Background: an optimization exercise with open tools, aiming at small area and a short achievable clock period. Do not read the settings as production practice. Function was checked by simulation only, so behaviour that the tests miss may differ from the original. No activity file was given, so power comes from the tool's default toggle rates.

<file path="design.v">
package sb_pkg;
    localparam int NUM_FU   = 4;
    localparam int NUM_REGS = 32;
    typedef logic [31:0]       inst_t;
    typedef logic [4:0]        reg_idx_t;    
    typedef logic [2:0]        fu_id_t;
    typedef logic [NUM_FU-1:0] fu_vec_t;     
    typedef logic [4:0]        fu_op_t;
    localparam fu_id_t FU_NONE = 3'd0;
    localparam fu_id_t FU_ALU  = 3'd1;
    localparam fu_id_t FU_MEM  = 3'd2;
    localparam fu_id_t FU_MUL  = 3'd3;
    localparam fu_id_t FU_DIV  = 3'd4;
    localparam logic [6:0] OPC_OP     = 7'b0110011;
    localparam logic [6:0] OPC_OP_IMM = 7'b0010011;
    localparam logic [6:0] OPC_LOAD   = 7'b0000011;
    localparam logic [6:0] OPC_STORE  = 7'b0100011;
    localparam logic [6:0] F7_BASE   = 7'b0000000;
    localparam logic [6:0] F7_ALT    = 7'b0100000;
    localparam logic [6:0] F7_MULDIV = 7'b0000001;
    localparam fu_op_t ALU_ADD   = 5'h00;
    localparam fu_op_t ALU_SUB   = 5'h01;
    localparam fu_op_t ALU_SLL   = 5'h02;
    localparam fu_op_t ALU_SLT   = 5'h03;
    localparam fu_op_t ALU_SLTU  = 5'h04;
    localparam fu_op_t ALU_XOR   = 5'h05;
    localparam fu_op_t ALU_SRL   = 5'h06;
    localparam fu_op_t ALU_SRA   = 5'h07;
    localparam fu_op_t ALU_OR    = 5'h08;
    localparam fu_op_t ALU_AND   = 5'h09;
    localparam fu_op_t ALU_ADDI  = 5'h10;
    localparam fu_op_t ALU_SLLI  = 5'h12;
    localparam fu_op_t ALU_SLTI  = 5'h13;
    localparam fu_op_t ALU_SLTIU = 5'h14;
    localparam fu_op_t ALU_XORI  = 5'h15;
    localparam fu_op_t ALU_SRLI  = 5'h16;
    localparam fu_op_t ALU_SRAI  = 5'h17;
    localparam fu_op_t ALU_ORI   = 5'h18;
    localparam fu_op_t ALU_ANDI  = 5'h19;
    localparam fu_op_t MEM_LB  = 5'b00000;
    localparam fu_op_t MEM_LH  = 5'b00010;
    localparam fu_op_t MEM_LW  = 5'b00100;
    localparam fu_op_t MEM_LBU = 5'b01000;
    localparam fu_op_t MEM_LHU = 5'b01010;
    localparam fu_op_t MEM_SB  = 5'b00001;
    localparam fu_op_t MEM_SH  = 5'b00011;
    localparam fu_op_t MEM_SW  = 5'b00101;
    localparam fu_op_t MUL_MUL    = 5'd0;
    localparam fu_op_t MUL_MULH   = 5'd1;
    localparam fu_op_t MUL_MULHSU = 5'd2;
    localparam fu_op_t MUL_MULHU  = 5'd3;
    localparam fu_op_t DIV_DIV  = 5'd0;
    localparam fu_op_t DIV_DIVU = 5'd1;
    localparam fu_op_t DIV_REM  = 5'd2;
    localparam fu_op_t DIV_REMU = 5'd3;
endpackage
`timescale 1ns/1ps
module inst_decode (
    input  sb_pkg::inst_t    inst,
    output sb_pkg::fu_id_t   fu_sel,
    output sb_pkg::fu_op_t   op,
    output sb_pkg::reg_idx_t dst,
    output sb_pkg::reg_idx_t src1,
    output sb_pkg::reg_idx_t src2
);
    logic [6:0] opcode;
    logic [2:0] funct3;
    logic [6:0] funct7;
    logic       alt_en;
    logic       use_rd;
    logic       use_rs2;
    sb_pkg::fu_op_t alu_op;
    assign opcode = inst[6:0];
    assign funct3 = inst[14:12];
    assign funct7 = inst[31:25];
    assign alt_en = (funct7 == sb_pkg::F7_ALT) &&
                    (opcode == sb_pkg::OPC_OP || funct3 == 3'd5);
    always_comb begin
        case (funct3)
            3'd0:    alu_op = alt_en ? sb_pkg::ALU_SUB : sb_pkg::ALU_ADD;
            3'd1:    alu_op = sb_pkg::ALU_SLL;
            3'd2:    alu_op = sb_pkg::ALU_SLT;
            3'd3:    alu_op = sb_pkg::ALU_SLTU;
            3'd4:    alu_op = sb_pkg::ALU_XOR;
            3'd5:    alu_op = alt_en ? sb_pkg::ALU_SRA : sb_pkg::ALU_SRL;
            3'd6:    alu_op = sb_pkg::ALU_OR;
            default: alu_op = sb_pkg::ALU_AND;
        endcase
    end
    always_comb begin
        fu_sel  = sb_pkg::FU_NONE;
        op      = '0;
        use_rd  = 1'b0;
        use_rs2 = 1'b0;
        case (opcode)
            sb_pkg::OPC_OP: begin
                use_rd  = 1'b1;
                use_rs2 = 1'b1;
                if (funct7 == sb_pkg::F7_MULDIV) begin
                    fu_sel = funct3[2] ? sb_pkg::FU_DIV : sb_pkg::FU_MUL;
                    op     = {3'b000, funct3[1:0]};
                end else if (funct7 == sb_pkg::F7_BASE ||
                             (alt_en && (funct3 == 3'd0 || funct3 == 3'd5))) begin
                    fu_sel = sb_pkg::FU_ALU;
                    op     = alu_op;
                end
            end
            sb_pkg::OPC_OP_IMM: begin
                use_rd = 1'b1;
                if ((funct3 != 3'd1 && funct3 != 3'd5) ||
                    funct7 == sb_pkg::F7_BASE || alt_en) begin
                    fu_sel = sb_pkg::FU_ALU;
                    op     = {1'b1, alu_op[3:0]};
                end
            end
            sb_pkg::OPC_LOAD: begin
                use_rd = 1'b1;
                if (funct3 != 3'd3 && funct3 < 3'd6) begin
                    fu_sel = sb_pkg::FU_MEM;
                    op     = {1'b0, funct3, 1'b0};
                end
            end
            sb_pkg::OPC_STORE: begin
                use_rs2 = 1'b1;
                if (funct3 < 3'd3) begin
                    fu_sel = sb_pkg::FU_MEM;
                    op     = {1'b0, funct3, 1'b1};
                end
            end
            default: ;
        endcase
    end
    assign dst  = (fu_sel != sb_pkg::FU_NONE && use_rd) ? inst[11:7] : '0;
    assign src1 = (fu_sel != sb_pkg::FU_NONE) ? inst[19:15] : '0;
    assign src2 = (fu_sel != sb_pkg::FU_NONE && use_rs2) ? inst[24:20] : '0;
endmodule
`timescale 1ns/1ps
module fu_status_table (
    input  logic                                     clk,
    input  logic                                     rst,
    input  logic                                     inst_valid,
    input  sb_pkg::fu_id_t                           fu_sel,
    input  sb_pkg::fu_op_t                           op,
    input  sb_pkg::reg_idx_t                         dst,
    input  sb_pkg::reg_idx_t                         src1,
    input  sb_pkg::reg_idx_t                         src2,
    input  sb_pkg::fu_vec_t                          dispatch_grant,
    input  sb_pkg::fu_id_t                           retire_fu,
    input  sb_pkg::fu_vec_t                          done_in,
    output logic                                     issue_ready,
    output sb_pkg::fu_vec_t                          busy,
    output sb_pkg::fu_vec_t                          rdy1,
    output sb_pkg::fu_vec_t                          rdy2,
    output sb_pkg::fu_vec_t                          done_q,
    output sb_pkg::fu_op_t   [sb_pkg::NUM_FU-1:0]    op_q,
    output sb_pkg::reg_idx_t [sb_pkg::NUM_FU-1:0]    dst_q,
    output sb_pkg::reg_idx_t [sb_pkg::NUM_FU-1:0]    src1_q,
    output sb_pkg::reg_idx_t [sb_pkg::NUM_FU-1:0]    src2_q,
    output sb_pkg::fu_id_t   [sb_pkg::NUM_FU-1:0]    qj,
    output sb_pkg::fu_id_t   [sb_pkg::NUM_FU-1:0]    qk
);
    sb_pkg::fu_id_t  rrs [sb_pkg::NUM_REGS];    
    sb_pkg::fu_vec_t sel_vec;
    sb_pkg::fu_vec_t retire_vec;
    sb_pkg::fu_id_t  tag1;
    sb_pkg::fu_id_t  tag2;
    logic            struct_hz;
    logic            waw_hz;
    logic            issue;
    always_comb begin
        for (int i = 0; i < sb_pkg::NUM_FU; i++) begin
            sel_vec[i]    = fu_sel == sb_pkg::fu_id_t'(i + 1);
            retire_vec[i] = retire_fu == sb_pkg::fu_id_t'(i + 1);
        end
    end
    assign struct_hz   = |(sel_vec & busy);
    assign waw_hz      = (dst != '0) && (rrs[dst] != sb_pkg::FU_NONE);
    assign issue_ready = ~struct_hz & ~waw_hz;
    assign issue       = inst_valid & issue_ready & (fu_sel != sb_pkg::FU_NONE);
    assign tag1 = (rrs[src1] == retire_fu) ? sb_pkg::FU_NONE : rrs[src1];
    assign tag2 = (rrs[src2] == retire_fu) ? sb_pkg::FU_NONE : rrs[src2];
    always_ff @(posedge clk or posedge rst) begin
        if (rst) begin
            busy   <= '0;
            rdy1   <= '0;
            rdy2   <= '0;
            done_q <= '0;
            op_q   <= '0;
            dst_q  <= '0;
            src1_q <= '0;
            src2_q <= '0;
            qj     <= '0;
            qk     <= '0;
            for (int r = 0; r < sb_pkg::NUM_REGS; r++) begin
                rrs[r] <= sb_pkg::FU_NONE;
            end
        end else begin
            done_q <= done_in & busy & ~retire_vec;    
            for (int i = 0; i < sb_pkg::NUM_FU; i++) begin
                if (dispatch_grant[i]) begin
                    rdy1[i]   <= 1'b0;
                    rdy2[i]   <= 1'b0;
                    src1_q[i] <= '0;
                    src2_q[i] <= '0;
                end
                if (retire_vec[i]) begin
                    busy[i]   <= 1'b0;
                    rdy1[i]   <= 1'b0;
                    rdy2[i]   <= 1'b0;
                    op_q[i]   <= '0;
                    dst_q[i]  <= '0;
                    src1_q[i] <= '0;
                    src2_q[i] <= '0;
                    qj[i]     <= sb_pkg::FU_NONE;
                    qk[i]     <= sb_pkg::FU_NONE;
                    rrs[dst_q[i]] <= sb_pkg::FU_NONE;
                end
                if (retire_fu != sb_pkg::FU_NONE && qj[i] == retire_fu) begin
                    qj[i]   <= sb_pkg::FU_NONE;
                    rdy1[i] <= 1'b1;
                end
                if (retire_fu != sb_pkg::FU_NONE && qk[i] == retire_fu) begin
                    qk[i]   <= sb_pkg::FU_NONE;
                    rdy2[i] <= 1'b1;
                end
                if (issue && sel_vec[i]) begin
                    busy[i]   <= 1'b1;
                    op_q[i]   <= op;
                    dst_q[i]  <= dst;
                    src1_q[i] <= src1;
                    src2_q[i] <= src2;
                    qj[i]     <= tag1;
                    qk[i]     <= tag2;
                    rdy1[i]   <= tag1 == sb_pkg::FU_NONE;
                    rdy2[i]   <= tag2 == sb_pkg::FU_NONE;
                end
            end
            if (issue && dst != '0) begin
                rrs[dst] <= fu_sel;
            end
        end
    end
endmodule
`timescale 1ns/1ps
module operand_dispatch (
    input  sb_pkg::fu_vec_t                          rdy1,
    input  sb_pkg::fu_vec_t                          rdy2,
    input  sb_pkg::fu_op_t   [sb_pkg::NUM_FU-1:0]    op_q,
    input  sb_pkg::reg_idx_t [sb_pkg::NUM_FU-1:0]    src1_q,
    input  sb_pkg::reg_idx_t [sb_pkg::NUM_FU-1:0]    src2_q,
    output sb_pkg::fu_vec_t                          dispatch_grant,
    output sb_pkg::fu_vec_t                          fu_en,
    output sb_pkg::fu_op_t                           op_ctrl,
    output sb_pkg::reg_idx_t                         rs1_ctrl,
    output sb_pkg::reg_idx_t                         rs2_ctrl
);
    always_comb begin
        dispatch_grant = '0;
        op_ctrl        = '0;
        rs1_ctrl       = '0;
        rs2_ctrl       = '0;
        for (int i = sb_pkg::NUM_FU - 1; i >= 0; i--) begin
            if (rdy1[i] && rdy2[i]) begin
                dispatch_grant    = '0;
                dispatch_grant[i] = 1'b1;
                op_ctrl           = op_q[i];
                rs1_ctrl          = src1_q[i];
                rs2_ctrl          = src2_q[i];
            end
        end
    end
    assign fu_en = dispatch_grant;    
endmodule
`timescale 1ns/1ps
module writeback_arbiter (
    input  sb_pkg::fu_vec_t                          done_q,
    input  sb_pkg::fu_vec_t                          busy,
    input  sb_pkg::reg_idx_t [sb_pkg::NUM_FU-1:0]    dst_q,
    input  sb_pkg::reg_idx_t [sb_pkg::NUM_FU-1:0]    src1_q,
    input  sb_pkg::reg_idx_t [sb_pkg::NUM_FU-1:0]    src2_q,
    input  sb_pkg::fu_id_t   [sb_pkg::NUM_FU-1:0]    qj,
    input  sb_pkg::fu_id_t   [sb_pkg::NUM_FU-1:0]    qk,
    output sb_pkg::fu_id_t                           retire_fu,
    output logic                                     reg_write,
    output sb_pkg::reg_idx_t                         rd_ctrl
);
    sb_pkg::fu_vec_t war_ok;
    sb_pkg::fu_vec_t can_retire;
    always_comb begin
        for (int i = 0; i < sb_pkg::NUM_FU; i++) begin
            war_ok[i] = 1'b1;
            for (int j = 0; j < sb_pkg::NUM_FU; j++) begin
                if (j != i && busy[j] && dst_q[i] != '0) begin
                    if ((qj[j] == sb_pkg::FU_NONE && src1_q[j] == dst_q[i]) ||
                        (qk[j] == sb_pkg::FU_NONE && src2_q[j] == dst_q[i])) begin
                        war_ok[i] = 1'b0;
                    end
                end
            end
        end
    end
    assign can_retire = done_q & busy & war_ok;
    always_comb begin
        retire_fu = sb_pkg::FU_NONE;
        rd_ctrl   = '0;
        for (int i = sb_pkg::NUM_FU - 1; i >= 0; i--) begin
            if (can_retire[i]) begin
                retire_fu = sb_pkg::fu_id_t'(i + 1);
                rd_ctrl   = dst_q[i];
            end
        end
    end
    assign reg_write = rd_ctrl != '0;    
endmodule
`timescale 1ns/1ps
module sb_top (
    input  logic             clk,
    input  logic             rst,
    input  sb_pkg::inst_t    inst,
    input  logic             inst_valid,
    input  sb_pkg::fu_vec_t  fu_done,
    output logic             issue_ready,
    output sb_pkg::fu_vec_t  fu_en,
    output sb_pkg::fu_op_t   op_ctrl,
    output sb_pkg::reg_idx_t rs1_ctrl,
    output sb_pkg::reg_idx_t rs2_ctrl,
    output sb_pkg::fu_id_t   write_sel,
    output logic             reg_write,
    output sb_pkg::reg_idx_t rd_ctrl
);
    sb_pkg::fu_id_t   fu_sel;
    sb_pkg::fu_op_t   op;
    sb_pkg::reg_idx_t dst;
    sb_pkg::reg_idx_t src1;
    sb_pkg::reg_idx_t src2;
    sb_pkg::fu_vec_t  dispatch_grant;
    sb_pkg::fu_vec_t  busy;
    sb_pkg::fu_vec_t  rdy1;
    sb_pkg::fu_vec_t  rdy2;
    sb_pkg::fu_vec_t  done_q;
    sb_pkg::fu_op_t   [sb_pkg::NUM_FU-1:0] op_q;
    sb_pkg::reg_idx_t [sb_pkg::NUM_FU-1:0] dst_q;
    sb_pkg::reg_idx_t [sb_pkg::NUM_FU-1:0] src1_q;
    sb_pkg::reg_idx_t [sb_pkg::NUM_FU-1:0] src2_q;
    sb_pkg::fu_id_t   [sb_pkg::NUM_FU-1:0] qj;
    sb_pkg::fu_id_t   [sb_pkg::NUM_FU-1:0] qk;
    inst_decode inst_decode_inst (
        .inst(inst), .fu_sel(fu_sel), .op(op), .dst(dst), .src1(src1), .src2(src2)
    );
    fu_status_table fu_status_table_inst (
        .clk(clk), .rst(rst), .inst_valid(inst_valid),
        .fu_sel(fu_sel), .op(op), .dst(dst), .src1(src1), .src2(src2),
        .dispatch_grant(dispatch_grant), .retire_fu(write_sel), .done_in(fu_done),
        .issue_ready(issue_ready), .busy(busy), .rdy1(rdy1), .rdy2(rdy2), .done_q(done_q),
        .op_q(op_q), .dst_q(dst_q), .src1_q(src1_q), .src2_q(src2_q), .qj(qj), .qk(qk)
    );
    operand_dispatch operand_dispatch_inst (
        .rdy1(rdy1), .rdy2(rdy2), .op_q(op_q), .src1_q(src1_q), .src2_q(src2_q),
        .dispatch_grant(dispatch_grant), .fu_en(fu_en), .op_ctrl(op_ctrl),
        .rs1_ctrl(rs1_ctrl), .rs2_ctrl(rs2_ctrl)
    );
    writeback_arbiter writeback_arbiter_inst (
        .done_q(done_q), .busy(busy), .dst_q(dst_q), .src1_q(src1_q), .src2_q(src2_q),
        .qj(qj), .qk(qk), .retire_fu(write_sel), .reg_write(reg_write), .rd_ctrl(rd_ctrl)
    );
endmodule
</file>
<file path="run.sh">
#!/bin/bash
# synth_recipe.tcl (not shown) runs the flow's synth.tcl, then flattens the netlist and writes it again
# the make line also repeats each setting of config.mk as NAME=value (left out here)
make -C /OpenROAD-flow-scripts/flow DESIGN_CONFIG=/design/flow/config.mk WORK_HOME=/design/flow/orfs CLKGATE_MAP_FILE= SYNTH_SCRIPT=/design/flow/synth_recipe.tcl finish
</file>
<file path="config.mk">
export PLATFORM = sky130hd
export DESIGN_NAME = sb_top
export DESIGN_NICKNAME = sb_top
export VERILOG_FILES = /design/flow/design.v
export SDC_FILE = /design/flow/constraint.sdc
export NUM_CORES = 4
export LEC_CHECK = 0
export CAP_MARGIN = 20
export CORE_MARGIN = 2
export CORE_UTILIZATION = 40
export SLEW_MARGIN = 20
</file>
<file path="constraint.sdc">
create_clock -name core_clock -period 6.0 [get_ports {clk}]
set_input_delay 1.2000 -clock core_clock [delete_from_list [all_inputs] [get_ports {clk}]]
set_output_delay 1.2000 -clock core_clock [all_outputs]
set_load 0.01 [all_outputs]
</file>
==> results.txt <==
[report_power, final]
group | switching (uW) | leakage, uW | total [uW] | internal, uW
sequential | 113 | 0.00291 | 1620 | 1510
combinational | 508 | 0.00434 | 824 | 316
clock | 662 | 0.000421 | 1630 | 969
total | 1280 | 0.00767 | 4080 | 2800
[final cells by class]
type	instances	area share [%]
flip-flops and latches	216	28.8
clock inverters	7	0.561
well taps	525	3.51
clock buffers	39	4.11
multi-input cells	1508	52.4
inverters	42	0.861
repair buffers	208	9.70
[worst max-delay path, cell delays in order]
cell and delay (ns):
clkdlybuf4s50_1 0.82, nor2_1 0.26, o2bb2ai_1 0.20, a221oi_1 0.25, o21ai_0 0.13, a211oi_1 0.26, buf_4 0.16, nand4_1 0.16
a221o_1 0.32, a221oi_2 0.23, buf_4 0.15, clkdlybuf4s50_1 0.52
[through the flow]
| stage | power (uW) | hold WS [ns] | worst slack, ns |
|---|---|---|---|
| after CTS | 4060 | 0.498 | 0.0963 |
| after global routing | 4210 | 0.523 | -0.0354 |
| after global placement | 2440 | 0.478 | 0.139 |
| after floorplan | 2050 | 0.463 | 1.08 |
| final | 4080 | 0.500 | 0.125 |
| after detailed placement | 2440 | 0.485 | 0.118 |
[how the worst max path moves through the flow]
stage	from	endpoint	slack (ns)	cells past startpoint
2_1_floorplan	inst[14]	issue_ready	1.08	10
3_3_place_gp	inst[29]	issue_ready	0.14	12
3_5_place_dp	inst[29]	issue_ready	0.12	12
4_1_cts	inst[29]	issue_ready	0.1	12
5_1_grt	inst[28]	issue_ready	-0.04	13
6_report	inst[9]	issue_ready	0.13	12
[cell families after synthesis]
family | share of synthesized area (%)
simple gates | 25.5
compound gates | 25.0
buf+inv | 6.33
flops | 33.3
xor+xnor | 7.24
mux | 2.57
[synth_stat cells, types with 36 or more instances]
master	count	area (sq um)
inv_1	39	146
o22ai_1	43	269
nand4_1	36	225
dfrtp_1	216	5410
buf_2	45	225
xnor2_1	72	631
nor3_1	69	345
clkbuf_1	127	477
nor4_1	50	313
o21ai_0	156	781
a22o_1	54	473
nand2_1	159	597
nand3_1	157	786
a21oi_1	37	185
xor2_1	62	543
nor2_1	97	364
nor2b_1	39	244
[sequential cells by signal, indices dropped and copies added, names as in the netlist]
register                     count
fu_status_table_inst.qk         12
fu_status_table_inst.src1_q     20
fu_status_table_inst.dst_q      20
fu_status_table_inst.op_q       20
fu_status_table_inst.src2_q     20
fu_status_table_inst.rdy2        4
fu_status_table_inst.rrs        96
fu_status_table_inst.done_q      4
fu_status_table_inst.rdy1        4
fu_status_table_inst.qj         12
fu_status_table_inst.busy        4
[per-layer routing]
metal / vias up / wire length, microns / GRT usage (%)
met5: - / 0 / 0
met4: 0 / 7100 / 26.4
met3: 308 / 6420 / 5.84
met2: 1027 / 35400 / 59.4
met1: 8483 / 31000 / 48.1
li1: 7432 / - / -
[repair_timing]
item,in CTS,in global routing
hold buffers,0,0
buffers inserted,0,0
gates resized for setup,0,6
endpoints found under the setup margin,0,1
==> impl_results.md <==
- Status: finished clean
- R2R Setup Slk: 1.48 ns
- Worst slew margin: about a quarter
- Vias per inst: 6.78
- Final period util: between 90% and 100%
- Cell count after synthesis: 1,964
- Post-route cell area: around 0.019 sq mm
- Reg-to-reg startpoint: fu_status_table_inst.dst_q[9]$_DFFE_PP0P_
- P_leak: between 0.007 and 0.008 uW
- Max Clk Rate: 0.170 GHz
- Multi-input logic area: 0.00982 sq mm
- Hold-critical path depth: 2
- Num CTS Buffers: 26
- Post-Place Cell Area: ~0.018 sq mm
- Hold Path Class: reg -> reg
- # placed instances: 2,498
- Final cell count without fillers: 2,545
- GR Overflow Total: 0
- Layout cells sized above 1: ~12%
- Routability cong.: approximately 1.0
- Syn Nets: ~2k
- Initial Util: 40.7%
- Final-layout fill cell count: between 3k and 4k
- CTS tree: built
- DR WL/cell: approximately 31 microns
- Row count: 73
- Setup TNS: 0 ns
- Worst-margin pin slew: between 1 and 1.5 ns
- DIE AREA: 0.0422 sq mm
- FF-to-FF path depth: 11
- # DRC: 0
- Yosys warning count: 5
- Clock Latency Late Sink: 0.56 ns
- Pre-antenna DRT Iters: 5
- Util after Layout: 47.0%
- Worst Path Required: approximately 4.8 ns
- Worst ir drop on vdd: roughly 220 uV
- ANT nets after route: 0
- Netlist Area Pre-Place: 0.0162 sq mm
- Die X: just over 200 microns
- Max_cap viols: 0
- Number of global-route vias before repair: around 16k
- Slew Viols, Final: 0
- Critical Path AT: around 4.7 ns
- Sequential area share after synthesis: approximately 33%
- Clk sink count: ~220
- HP Start: fu_status_table_inst.op_q[8]$_DFFE_PP0P_
- IO Count: just under 70
- WHS Endpoint: fu_status_table_inst.op_q[8]$_DFFE_PP0P_
- Initial DRC Count: approximately 2.1k
- Via count: ~17k
- Worst Path Max Fanout: 11
- Commonest non-fill, non-tap cells in the layout: dfrtp_1 (216), nand2_1 (157), nand3_1 (156), o21ai_0 (156), buf_4 (134)
- Post-synth EDFFs: 0
- Post-synth ARST share: 100%
- Most common cell after layout, fill and taps aside: dfrtp_1
- Core ar.: 0.0398 sq mm
- Synth unique cells: around 100
- First-pass GRT wire length: 117 mm
- Sequential Area: approximately 0.0054 sq mm
- Hold Fails Final Rpt: 0
- CTS root buf: clkbuf_16
- Pwr dens: approximately 220 mW/mm^2
- Critical Path Start Type: primary input
- Detailed Route WL: 80.0 mm
- Avg Inst Size Synth: 8.25 sq um
- Area Growth Syn to Fin: 15.6%
- Tot GR Track Use: ~38%
- Final setup vio count: 0
- Nets: 2,041
- Clk slew on worst S/H paths: around 0.060 ns
- Initial antenna violation count: 0
- Clock period minus final worst setup slack: ~5.9 ns
- # H-tree levels: 1
- Largest net degree at the start of global routing: 180
- R2r endpoint: fu_status_table_inst.rrs[16][2]$_DFF_PP0_
- Register bit total from synthesis: 216
- Port bufs: 67
- Kind of critical path: in -> out
- Longest Clk Path Bufs: 3
- Die height: around 210 microns
- Half-perimeter wire length after placement: 60.3 mm
- Crit path capture type: primary output
- Main flop type after synthesis: dfrtp_1
- Number of diodes: 0
- Clk_skew: 0.0179 ns

==> static timing again, ports no longer ideal <==
How much do the figures lean on ideal ports? The routed layout below was timed once more, with nothing changed but the port constraints.
Step 1 (the two cells are an assumption about what drives the block):
set clk [get_ports {clk}]
set_driving_cell -lib_cell sky130_fd_sc_hd__clkbuf_16 $clk
set_driving_cell -lib_cell sky130_fd_sc_hd__buf_2 [delete_from_list [all_inputs] $clk]
Step 2 adds t to the input delays and takes it off the output delays; t is the mean of the earliest and latest rising clock arrival at the registers after step 1. Input paths then give back, and output paths get back, about the clock's delay inside the block.
a / b / c = ideal / step 1 / step 2; a / b = the first two.
shift t [ns]: 0.609
slack for setup (ns): 0.125 / 0.102 / 0.102
slew at the worst register clock pin (ns): 0.07 / 0.07
After both steps setup and hold are still met in this run. The setup slack of this run moves by -0.023 ns with the drivers and by -0.023 ns with both steps.
